Source: an optimization exercise on an open RTL-to-GDS flow (aim: small area). Production flows keep margins and buffers that such runs may drop. The RTL was checked by simulation tests, not by an equivalence proof against the original design. Power figures rest on the tool's default switching activity, not on a simulated workload.

===== flow/config.mk =====
export PLATFORM = sky130hd
export DESIGN_NAME = lcd_ctrl_top
export DESIGN_NICKNAME = lcd_ctrl_top
export VERILOG_FILES = /design/flow/design.v
export SDC_FILE = /design/flow/constraint.sdc
export NUM_CORES = 4
export LEC_CHECK = 0
export CAP_MARGIN = 20
export CORE_MARGIN = 2
export CORE_UTILIZATION = 75
export SLEW_MARGIN = 20
export SYNTH_HIERARCHICAL = 1
export SYNTH_MINIMUM_KEEP_SIZE = 0

===== flow/constraint.sdc =====
create_clock -name core_clock -period 20.0 [get_ports {clk}]
set_input_delay 4.0000 -clock core_clock [delete_from_list [all_inputs] [get_ports {clk}]]
set_output_delay 4.0000 -clock core_clock [all_outputs]
set_load 0.01 [all_outputs]

===== flow/design.v =====
`timescale 1ns/10ps
`timescale 1ns/10ps
`timescale 1ns/10ps
`timescale 1ns/10ps
`timescale 1ns/10ps
`default_nettype none
module lcd_ctrl_top #(
    parameter int unsigned T_POWER      = 750000,   
    parameter int unsigned T_WAKE1      = 205000,
    parameter int unsigned T_WAKE2      = 500,
    parameter int unsigned T_CMD        = 2000,     
    parameter int unsigned T_CLEAR      = 82000,    
    parameter int unsigned T_E_PULSE    = 12,
    parameter int unsigned T_NIBBLE_GAP = 50
) (
    input  logic       clk,
    input  logic       rst,
    input  logic       wb_cyc,
    input  logic       wb_stb,
    input  logic       wb_we,
    input  logic [5:0] wb_adr,
    input  logic [7:0] wb_dat_w,
    output logic [7:0] wb_dat_r,
    output logic       wb_ack,
    output logic       lcd_e,
    output logic       lcd_rs,
    output logic [3:0] lcd_data
);
    typedef logic [19:0] cnt_t;
    localparam logic [2:0] P_LOW  = 3'd0;   
    localparam logic [2:0] P_E1   = 3'd1;   
    localparam logic [2:0] P_GAP  = 3'd2;
    localparam logic [2:0] P_E2   = 3'd3;   
    localparam logic [2:0] P_POST = 3'd4;   
    localparam logic [2:0] P_IDLE = 3'd5;
    logic [2:0] ph;
    cnt_t       cnt;
    logic [4:0] idx;      
    logic       init;     
    logic       addr;     
    logic [3:0] nib;      
    logic [1:0] stat_q;   
    logic [7:0] text_buf [32];
    logic busy, ready, acc, wr_ok, start, tc;
    logic is_char, nib_only, clear_cmd, last;
    logic [4:0] rd_idx;
    logic [7:0] rd_byte;
    logic [3:0] cmd_hi, cmd_lo, rd_nib, chr_nib;
    assign busy  = (ph != P_IDLE);
    assign ready = !init;
    assign acc   = wb_cyc && wb_stb && !wb_ack;
    assign wr_ok = acc && wb_we && !busy;
    assign start = wr_ok && (wb_adr == 6'd32) && wb_dat_w[0];
    assign tc    = (cnt == '0);
    assign is_char   = !init && !addr;
    assign nib_only  = init && !idx[2];           
    assign clear_cmd = init && (idx == 5'd31);
    assign last      = is_char && (idx == 5'd31);
    always_comb begin
        cmd_hi = 4'h0;
        cmd_lo = 4'h0;
        if (!init) begin
            cmd_hi = idx[4] ? 4'hC : 4'h8;        
        end else begin
            case (idx[2:0])
                3'd0, 3'd1, 3'd2: cmd_hi = 4'h3;   
                3'd3:             cmd_hi = 4'h2;
                3'd4: begin cmd_hi = 4'h2; cmd_lo = 4'h8; end
                3'd5:             cmd_lo = 4'h6;
                3'd6:             cmd_lo = 4'hC;
                default:          cmd_lo = 4'h1;
            endcase
        end
    end
    assign rd_idx  = wb_ack ? wb_adr[4:0] : idx;
    assign rd_nib  = (ph == P_GAP) ? rd_byte[3:0] : rd_byte[7:4];
    assign chr_nib = wb_ack ? nib : rd_nib;
    logic [31:0] rd_sel;
    always_comb
        for (int i = 0; i < 32; i++) rd_sel[i] = (rd_idx == 5'(i));
    logic [255:0] buf_flat;
    always_comb
        for (int i = 0; i < 32; i++) buf_flat[8*i +: 8] = text_buf[i];
    lcd_rd_sel rd_sel_i (.sel(rd_sel), .buf_q(buf_flat), .q(rd_byte));
    always_comb begin
        if (!wb_adr[5])              wb_dat_r = rd_byte;
        else if (wb_adr == 6'd33)    wb_dat_r = {6'b0, stat_q};
        else                         wb_dat_r = 8'h00;
    end
    always_ff @(posedge clk) begin
        stat_q <= {ready, busy};
        if (!wb_ack && (ph == P_LOW || ph == P_GAP)) nib <= rd_nib;
    end
    logic [7:0] wr_data;
    assign wr_data = init ? 8'h20 : wb_dat_w;
    always_ff @(posedge clk) begin
        for (int i = 0; i < 32; i++) begin
            if (init || (wr_ok && wb_adr == 6'(i)))
                text_buf[i] <= wr_data;
        end
    end
    always_ff @(posedge clk or posedge rst) begin
        if (rst) wb_ack <= 1'b0;
        else     wb_ack <= acc;
    end
    assign lcd_e = (ph == P_E1) || (ph == P_E2);
    always_ff @(posedge clk or posedge rst) begin
        if (rst) begin
            ph       <= P_LOW;
            cnt      <= cnt_t'(T_POWER + 1);
            idx      <= 5'd24;
            init     <= 1'b1;
            addr     <= 1'b0;
            lcd_rs   <= 1'b0;
            lcd_data <= 4'h0;
        end else begin
            cnt <= cnt - 1'b1;
            case (ph)
                P_LOW: if (tc) begin
                    ph       <= P_E1;
                    cnt      <= cnt_t'(T_E_PULSE - 1);
                    lcd_rs   <= is_char;
                    lcd_data <= is_char ? chr_nib : cmd_hi;
                end
                P_E1: if (tc) begin
                    if (nib_only) begin
                        ph  <= P_LOW;
                        idx <= idx + 1'b1;
                        case (idx[1:0])
                            2'd0:    cnt <= cnt_t'(T_WAKE1 + 2);
                            2'd1:    cnt <= cnt_t'(T_WAKE2 + 2);
                            default: cnt <= cnt_t'(T_CMD + 2);
                        endcase
                    end else begin
                        ph  <= P_GAP;
                        cnt <= cnt_t'(T_NIBBLE_GAP - 1);
                    end
                end
                P_GAP: if (tc) begin
                    ph       <= P_E2;
                    cnt      <= cnt_t'(T_E_PULSE - 1);
                    lcd_data <= is_char ? chr_nib : cmd_lo;
                end
                P_E2: if (tc) begin
                    ph  <= P_POST;
                    cnt <= clear_cmd ? cnt_t'(T_CLEAR) : cnt_t'(T_CMD);
                end
                P_POST: if (tc) begin
                    ph  <= last ? P_IDLE : P_LOW;
                    cnt <= cnt_t'(1);
                    if (addr) begin
                        addr <= 1'b0;
                    end else begin
                        idx  <= idx + 1'b1;
                        addr <= (idx[3:0] == 4'hF);
                        if (idx == 5'd31) init <= 1'b0;
                    end
                end
                P_IDLE: if (start) begin
                    ph  <= P_LOW;
                    cnt <= cnt_t'(2);
                end
                default: ph <= P_IDLE;
            endcase
        end
    end
endmodule
module lcd_rd_sel (
    input  logic [31:0] sel,
    input  logic [255:0] buf_q,
    output logic [7:0]  q
);
    always_comb begin
        q = 8'h00;
        for (int i = 0; i < 32; i++) q = q | (buf_q[8*i +: 8] & {8{sel[i]}});
    end
endmodule
`default_nettype wire

===== flow/run.sh =====
#!/bin/bash
# synth_recipe.tcl (not shown) runs the flow's synth.tcl, then flattens the netlist and writes it again
# the make line also repeats each setting of config.mk as NAME=value (left out here)
make -C /OpenROAD-flow-scripts/flow DESIGN_CONFIG=/design/flow/config.mk WORK_HOME=/design/flow/orfs CLKGATE_MAP_FILE= SYNTH_SCRIPT=/design/flow/synth_recipe.tcl finish

==> run summary, run 1 <==
outcome=timing/DRC/antenna clean; fill count=738; Crit Path Category=in -> out; setup violators final=0; Netlist cell types=59; Worst slew margin=24.3%; Yosys warning count=9; CP Data Arrival Time=7.97 ns; R2R cell count=10; CTS Buf Count=28; Hold WC Path Type=reg -> reg; RSZ-0062 raised after global routing=no; syn_area_per_cell=14.0 µm²; commonest non-fill, non-tap cell in the layout=edfxtp_1; clk_skew=0.0286 ns; crit path launch type=primary input; DR WL/cell=29.5 µm; Cell Area, Synth=12400 µm²; layout cells sized above 1=10.4%; Setup Fix Bufs, Post-CTS=0; Final Power=1.37 mW; vias post-DR=8716; # port buffers=33; met2 Usage GRT=59.2%; busiest grt layer=met2; Yosys reg bits=298; routability cong.=1.21; top_reg_cell synth=edfxtp_1; LEAKAGE=4.53 nW; fin crit period=11.97 ns; Max-Cap Viols=0; Final Hold Fails=0; HPWL Detailed=21300 µm; maximum vdd ir drop=0.0846 mV; synthesis-to-finish area growth=11.2%; final net count=945; vias in the first global route=8260; period utilization=59.9%; cts repair resizes=0; clock buffer depth=3; DR iter-0 viols=1771; hold wc startpoint=lcd_data[1]$_DFFE_PP0P_; critical path endpoint category=primary output; vias per inst=7.51; critical-path maximum fanout=14; area of the die=17600 µm²; sequential share of the synthesized area=70.5%; r2r setup slk=15.59 ns; post-synthesis cell count=891; Remaining Overflow, GRT=0; initial antenna violation count=1; worst reg2reg path startpoint=wb_ack$_DFF_PP0_; Fmax achieved=83.5 MHz; setup TNS=0 ns; Die Y=133 µm; worst skew pair latency=0.57 ns; CTS tree=built; commonest cells after routing, fill and taps aside=edfxtp_1, a22oi_1, nor2_1; width of the die=133 µm; DR pass1 iterations=8; Initial Util=75.8%; Worst Hold Path EP=lcd_data[1]$_DFFE_PP0P_; Least-Margin Pin Slew=1.13 ns; hold_buf cts=0; Worst-path clk slew=0.06 ns; number of flops mapped to enable cells by yosys=260; Post-synth ARST share=12.1%; num ports=34; global-route wire length before repair=51100 µm; Clock Root Buffer=clkbuf_16; htree depth=1; number of remaining DRC errors=0; pin count of the biggest net entering global routing=37; post-route ant nets=0; GRT Util Overall=39.4%; num rows=47; Syn Nets=918; RR Endpoint=lcd_data[0]$_DFFE_PP0P_; met3 Use GR=10.5%; required time of the critical path=16.00 ns; Max Slew Vio Count=0; drt total wl=34200 µm; clk sinks=298; Power Dens Cells=98.7 nW/µm²; Core Region=16400 µm²; M1 GR Usage=56.1%; hold path cells=1
[through the flow]
step                      worst slack [ns]  hold slack [ns]  instance area (µm²)  utilization, %  std cells
after floorplan                      10.18            0.506                12400               -        891
final                                 8.03            0.527                13800            84.3       1160
after CTS                             8.24            0.521                13800            84.3       1159
after global placement                8.32            0.475                12900            78.7       1105
after detailed placement              8.26            0.498                12900            78.8       1108
after global routing                  8.01            0.547                13800            84.3       1159
[synth_stat cells, drive strengths merged, types with 4 or more instances]
cell type	n	area share [%]
o21ai	42	1.7
a21o	4	0.24
nor3	14	0.56
dfrtp	22	4.4
buf	32	1.6
o211ai	5	0.30
a22oi	130	7.9
mux2	7	0.63
or4	13	0.84
o31ai	7	0.42
edfxtp	260	63
xnor2	10	0.70
dfstp	14	3.0
clkbuf	25	0.75
nor2	60	1.8
or3	5	0.25
nand4	36	1.8
and3	4	0.20
nand3	13	0.52
inv	17	0.51
a21oi	20	0.80
nand2	53	1.6
xor2	10	0.70
nor4	7	0.35
nand2b	6	0.30
ha	8	0.80
a31oi	4	0.20
nor2b	18	0.91
[state kept, by name, summed over array words and instances, names as in the netlist, 2 cells and up]
signal / flops
text_buf: 256
nib: 4
ph: 3
cnt: 20
stat_q: 2
idx: 5
lcd_data: 4
[area by class of cell]
class	instances	area, µm²	share of cell area [%]
Timing Repair Buffer	54	480	3.47
Clock inverter	12	154	1.11
Antenna cell	1	2.50	0.0181
Tap cell	220	275	1.99
Sequential cell	298	8770	63.4
Multi-Input combinational cell	519	3350	24.2
Inverter	17	63.8	0.461
Clock buffer	39	742	5.36
[routing by layer]
metal / vias to the layer above / wire (µm)
li1: 3547 / -
met1: 4127 / 11800
met2: 883 / 15500
met3: 159 / 5100
met4: 0 / 1790
met5: - / 0
[worst max path at each step]
| stage | endpoint | slack (ns) | cells after the start | from |
|---|---|---|---|---|
| 6_report | wb_dat_r[4] | 8.03 | 9 | wb_adr[3] |
| 5_1_grt | wb_dat_r[4] | 8.01 | 9 | wb_adr[2] |
| 4_1_cts | wb_dat_r[4] | 8.24 | 9 | wb_adr[3] |
| 3_5_place_dp | wb_dat_r[3] | 8.26 | 9 | wb_adr[3] |
| 3_3_place_gp | wb_dat_r[3] | 8.32 | 9 | wb_adr[3] |
| 2_1_floorplan | wb_dat_r[0] | 10.18 | 9 | wb_adr[2] |
[per-module statistics from Yosys, one instance, submodules excluded]
module | flops+latches | copies in the design
lcd_ctrl_top | 298 | 1
lcd_rd_sel | 0 | 1
[report_power, final]
| part | total, mW | leakage (nW) | switching (mW) | internal [mW] |
|---|---|---|---|---|
| logic | 0.110 | 1.32 | 0.0653 | 0.0448 |
| registers | 0.735 | 2.78 | 0.0296 | 0.705 |
| clock network | 0.520 | 0.431 | 0.222 | 0.298 |
| total | 1.36 | 4.53 | 0.317 | 1.05 |
[cell families (layout without fill, tap and decap cells)]
family,count (synthesis),count (layout),synth area share [%]
compound gates,236,236,13.1
simple gates,245,245,10.4
mux,10,10,0.875
buf+inv,74,122,2.90
xor+xnor,20,20,1.41
fa+ha+maj,8,8,0.805
flops,298,298,70.5
other cells,0,1,0
[worst max-delay path, stage by stage]
cell             delay, ns
clkdlybuf4s50_1       0.65
nor2b_1               0.28
a22oi_1               0.70
nor2_1                0.46
a22oi_1               0.29
nand4_1               0.36
or4_1                 0.55
nor2b_1               0.15
clkdlybuf4s50_1       0.51
==> run 2: changes to the inputs <==
--- a/flow/design.v
+++ b/flow/design.v
@@ -94,10 +94,15 @@
     logic [7:0] wr_data;
     assign wr_data = init ? 8'h20 : wb_dat_w;
-    always_ff @(posedge clk) begin
+    logic [31:0]  wr_en, wr_en_n;
+    logic [255:0] buf_next;
+    always_comb
         for (int i = 0; i < 32; i++) begin
-            if (init || (wr_ok && wb_adr == 6'(i)))
-                text_buf[i] <= wr_data;
+            wr_en[i]   = init || (wr_ok && wb_adr == 6'(i));
+            wr_en_n[i] = !wr_en[i];
         end
-    end
+    lcd_wr_sel wr_sel_i (.en(wr_en), .en_n(wr_en_n), .wd(wr_data), .buf_q(buf_flat),
+                         .d(buf_next));
+    always_ff @(posedge clk)
+        for (int i = 0; i < 32; i++) text_buf[i] <= buf_next[8*i +: 8];
     always_ff @(posedge clk or posedge rst) begin
         if (rst) wb_ack <= 1'b0;
@@ -176,3 +181,14 @@
     end
 endmodule
+module lcd_wr_sel (
+    input  logic [31:0]  en,
+    input  logic [31:0]  en_n,
+    input  logic [7:0]   wd,
+    input  logic [255:0] buf_q,
+    output logic [255:0] d
+);
+    always_comb
+        for (int i = 0; i < 32; i++)
+            d[8*i +: 8] = ({8{en[i]}} & wd) | ({8{en_n[i]}} & buf_q[8*i +: 8]);
+endmodule
 `default_nettype wire
==> run summary, run 2 <==
outcome=timing/DRC/antenna clean; Max-Cap Viols=0 (unchanged); commonest cells after routing, fill and taps aside=dfxtp_1, a22o_1, a22oi_1; cts repair resizes=0 (unchanged); R2R cell count=10 (unchanged); clk sinks=298 (unchanged); Hold WC Path Type=reg -> reg; fin crit period=11.92 ns (-0.0586 ns); period utilization=59.6% (-0.29 points); DR pass1 iterations=6 (-2); DR WL/cell=26.2 µm (-11%); most flop-heavy register=text_buf; fill count=1009 (+37%); vias post-DR=10700 (+23%); syn_area_per_cell=10.2 µm² (-27%); top_reg_cell synth=dfxtp_1; hold path cells=1 (unchanged); top post-synthesis cells by area=dfxtp_1, a22o_1, a22oi_1; Worst slew margin=21.9% (-2.4 points); Core Region=16700 µm² (+1.8%); maximum vdd ir drop=0.0834 mV (-1.5%); vias in the first global route=10300 (+25%); biggest regs=text_buf (256), cnt (20), idx (5); hold_buf cts=0 (unchanged); Hold Slack=0.473 ns (-0.0544 ns); critical-path maximum fanout=16 (+2); most instantiated library cell after synthesis=dfxtp_1; clock buffer depth=3 (unchanged); drt total wl=37500 µm (+9.6%); RSZ-0062 raised after global routing=no; Power Dens Cells=97.7 nW/µm² (-0.94%); Clock Root Buffer=clkbuf_16; CTS Buf Count=29 (+3.6%); Fmax achieved=83.9 MHz (+0.49%); number of remaining DRC errors=0 (unchanged); Yosys warning count=10 (+1); Initial Util=77.2% (+1.4 points); Final Hold Fails=0 (unchanged); layout cells sized above 1=9.32% (-1.1 points); CTS tree=built; num rows=47 (unchanged); Yosys reg bits=298 (unchanged); LEAKAGE=5.44 nW (+20%); num ports=34 (unchanged); DP Worst Slack=7.99 ns (-0.268 ns); routability cong.=1.03 (-15%); worst skew pair latency=0.57 ns (about the same); Worst Hold Path EP=text_buf[0][7]$_DFF_P_; Netlist cell types=64 (+8.5%); final net count=1217 (+29%); setup TNS=0 ns (unchanged); pin count of the biggest net entering global routing=70 (+89%); clk_skew=0.0191 ns (-0.00949 ns); critical path endpoint category=primary output; Synth area leader=dfxtp_1; Least-Margin Pin Slew=1.16 ns (+0.0280 ns); post-synthesis cell count=1265 (+42%); vias per inst=7.48 (-0.49%); synthesis-to-finish area growth=6.50%; crit path launch type=primary input; Post-synth ARST share=12.1% (unchanged); post-route ant nets=0 (unchanged); initial antenna violation count=1 (unchanged); Worst-path clk slew=0.06 ns (about the same); Crit Path Category=in -> out; max reg flops=256 (unchanged); area of the die=18300 µm² (+3.5%); number of flops mapped to enable cells by yosys=4 (-98%); RR Endpoint=lcd_data[3]$_DFFE_PP0P_; HPWL Detailed=24700 µm (+16%); synth cell count leaders=dfxtp_1, a22o_1, a22oi_1; GRT Util Overall=40.7% (+1.3 points); CP Data Arrival Time=7.92 ns (-0.05 ns); Syn Nets=1291 (+41%); Setup Fix Bufs, Post-CTS=0 (unchanged); htree depth=1 (unchanged); # port buffers=33 (unchanged); hold wc startpoint=text_buf[0][7]$_DFF_P_; width of the die=135 µm (+1.8%); worst reg2reg path startpoint=wb_ack$_DFF_PP0_; setup violators final=0 (unchanged); Max Slew Vio Count=0 (unchanged); Synth top area share=40.1% (-23 points); DR iter-0 viols=1875 (+5.9%); sequential share of the synthesized area=48.1% (-22 points); Die Y=135 µm (+1.8%); global-route wire length before repair=58100 µm (+14%); Cell Area, Synth=12900 µm² (+3.7%); Critical path origin=wb_adr[2]; commonest non-fill, non-tap cell in the layout=dfxtp_1; Remaining Overflow, GRT=0 (unchanged); r2r setup slk=15.57 ns (-0.02 ns); post-route worst setup slack=8.08 ns (+0.0586 ns); required time of the critical path=16.00 ns (about the same)
run 2: changes by cell type after synthesis, moves of 8 or more:
cell,change
dfxtp_1,+256
xor2_1,-9
buf_6,+25
buf_1,+57
nor2_1,+8
a21o_1,+22
nand2_1,-22
edfxtp_1,-256
o21ai_0,-20
xnor2_1,+9
clkbuf_1,+8
a21oi_1,+29
a22o_1,+254
run 2: cell type report:
type	count	area, µm²	share of cell area [%]
diodes	1	2.50	0.0182
inverters	23	86.3	0.629
multi-input cells	792	5770	42.0
clock inverters	10	123	0.893
flip-flops and latches	298	6200	45.2
repair buffers	47	435	3.17
clock buffers	43	838	6.10
well taps	220	275	2.00
run 2: worst max path at each step:
stage                        to  slack (ns)  cells after the start
floorplan           wb_dat_r[0]       10.15                     10
global placement    wb_dat_r[0]        7.97                     10
detailed placement  wb_dat_r[0]        7.99                     10
CTS                 wb_dat_r[1]        7.97                     10
global route        wb_dat_r[7]        8.05                      9
finish              wb_dat_r[3]        8.08                      9
run 2: through the flow:
step | total power [mW] | cells | cell area [µm²] | util [%]
after floorplan | 0.766 | 1265 | 12900 | -
after global placement | 0.796 | 1380 | 12800 | 76.4
after detailed placement | 0.800 | 1380 | 12800 | 76.4
after CTS | 1.34 | 1433 | 13700 | 82.2
after global routing | 1.38 | 1433 | 13700 | 82.2
final | 1.34 | 1434 | 13700 | 82.2
run 2: cells by family (layout without fill, tap and decap cells):
logic type	after synthesis	after routing	share of synthesized area [%]
other	0	1	0
AO/OA/AOI/OAI	510	510	30.9
multiplexers	16	16	1.36
buffers and inverters	175	123	7.31
XOR/XNOR	20	20	1.36
adder cells (fa/ha/maj)	7	7	0.679
AND/OR/NAND/NOR	239	239	10.3
flip-flops	298	298	48.1
run 2: layer usage:
metal | global-route usage (%) | routed length, µm
met2 | 64.8 | 17200
met5 | 0 | 0
met3 | 9.35 | 4400
met1 | 53.4 | 14000
met4 | 18.0 | 1980
run 2: worst max-delay path, cell delays in order:
cell and delay (ns):
clkdlybuf4s50_1 0.53, and2_1 0.47, a21oi_1 0.66, nor2_1 0.33, a22oi_1 0.27, nand4_1 0.26
or4_1 0.69, nor2b_1 0.18, clkdlybuf4s50_1 0.51
run 2: Yosys stat by module, one instance, submodules excluded:
module | times used | cell area, µm²
lcd_ctrl_top | 1 | 8710
lcd_wr_sel | 1 | 2770
lcd_rd_sel | 1 | 1420
run 2: report_power, final:
part / leakage (nW) / total, mW / internal (mW) / switching [mW]
Combinational: 2.41 / 0.127 / 0.0548 / 0.0718
Clock: 0.476 / 0.549 / 0.317 / 0.231
Sequential: 2.55 / 0.667 / 0.632 / 0.0345

[separate check: timing with driven ports]
In the flow no input, the clock included, has a driving cell. The finished layouts below were timed again as built, in two steps.
Step 1 sets driving cells, clkbuf_16 on the clock port and buf_2 on the other inputs (assumed; they add their load-dependent delay and slew).
Step 2 also shifts input and output timing later by t, the mid clock arrival at the registers, as if the neighbouring blocks saw the same clock.
a / b / c = no drivers / after step 1 / after step 2; a / b = the first two.
run | t, ns | setup WS [ns] | worst register clock-pin slew, ns | worst data-port slew with drivers (ns) | cell pins on the clock port's net
run 1 | 0.601 | 8.025 / 7.985 / 7.985 | 0.07 / 0.07 | 0.05 | 1
run 2 | 0.601 | 8.084 / 8.044 / 8.044 | 0.07 / 0.07 | 0.04 | 1
After both steps every run listed still meets setup and hold.
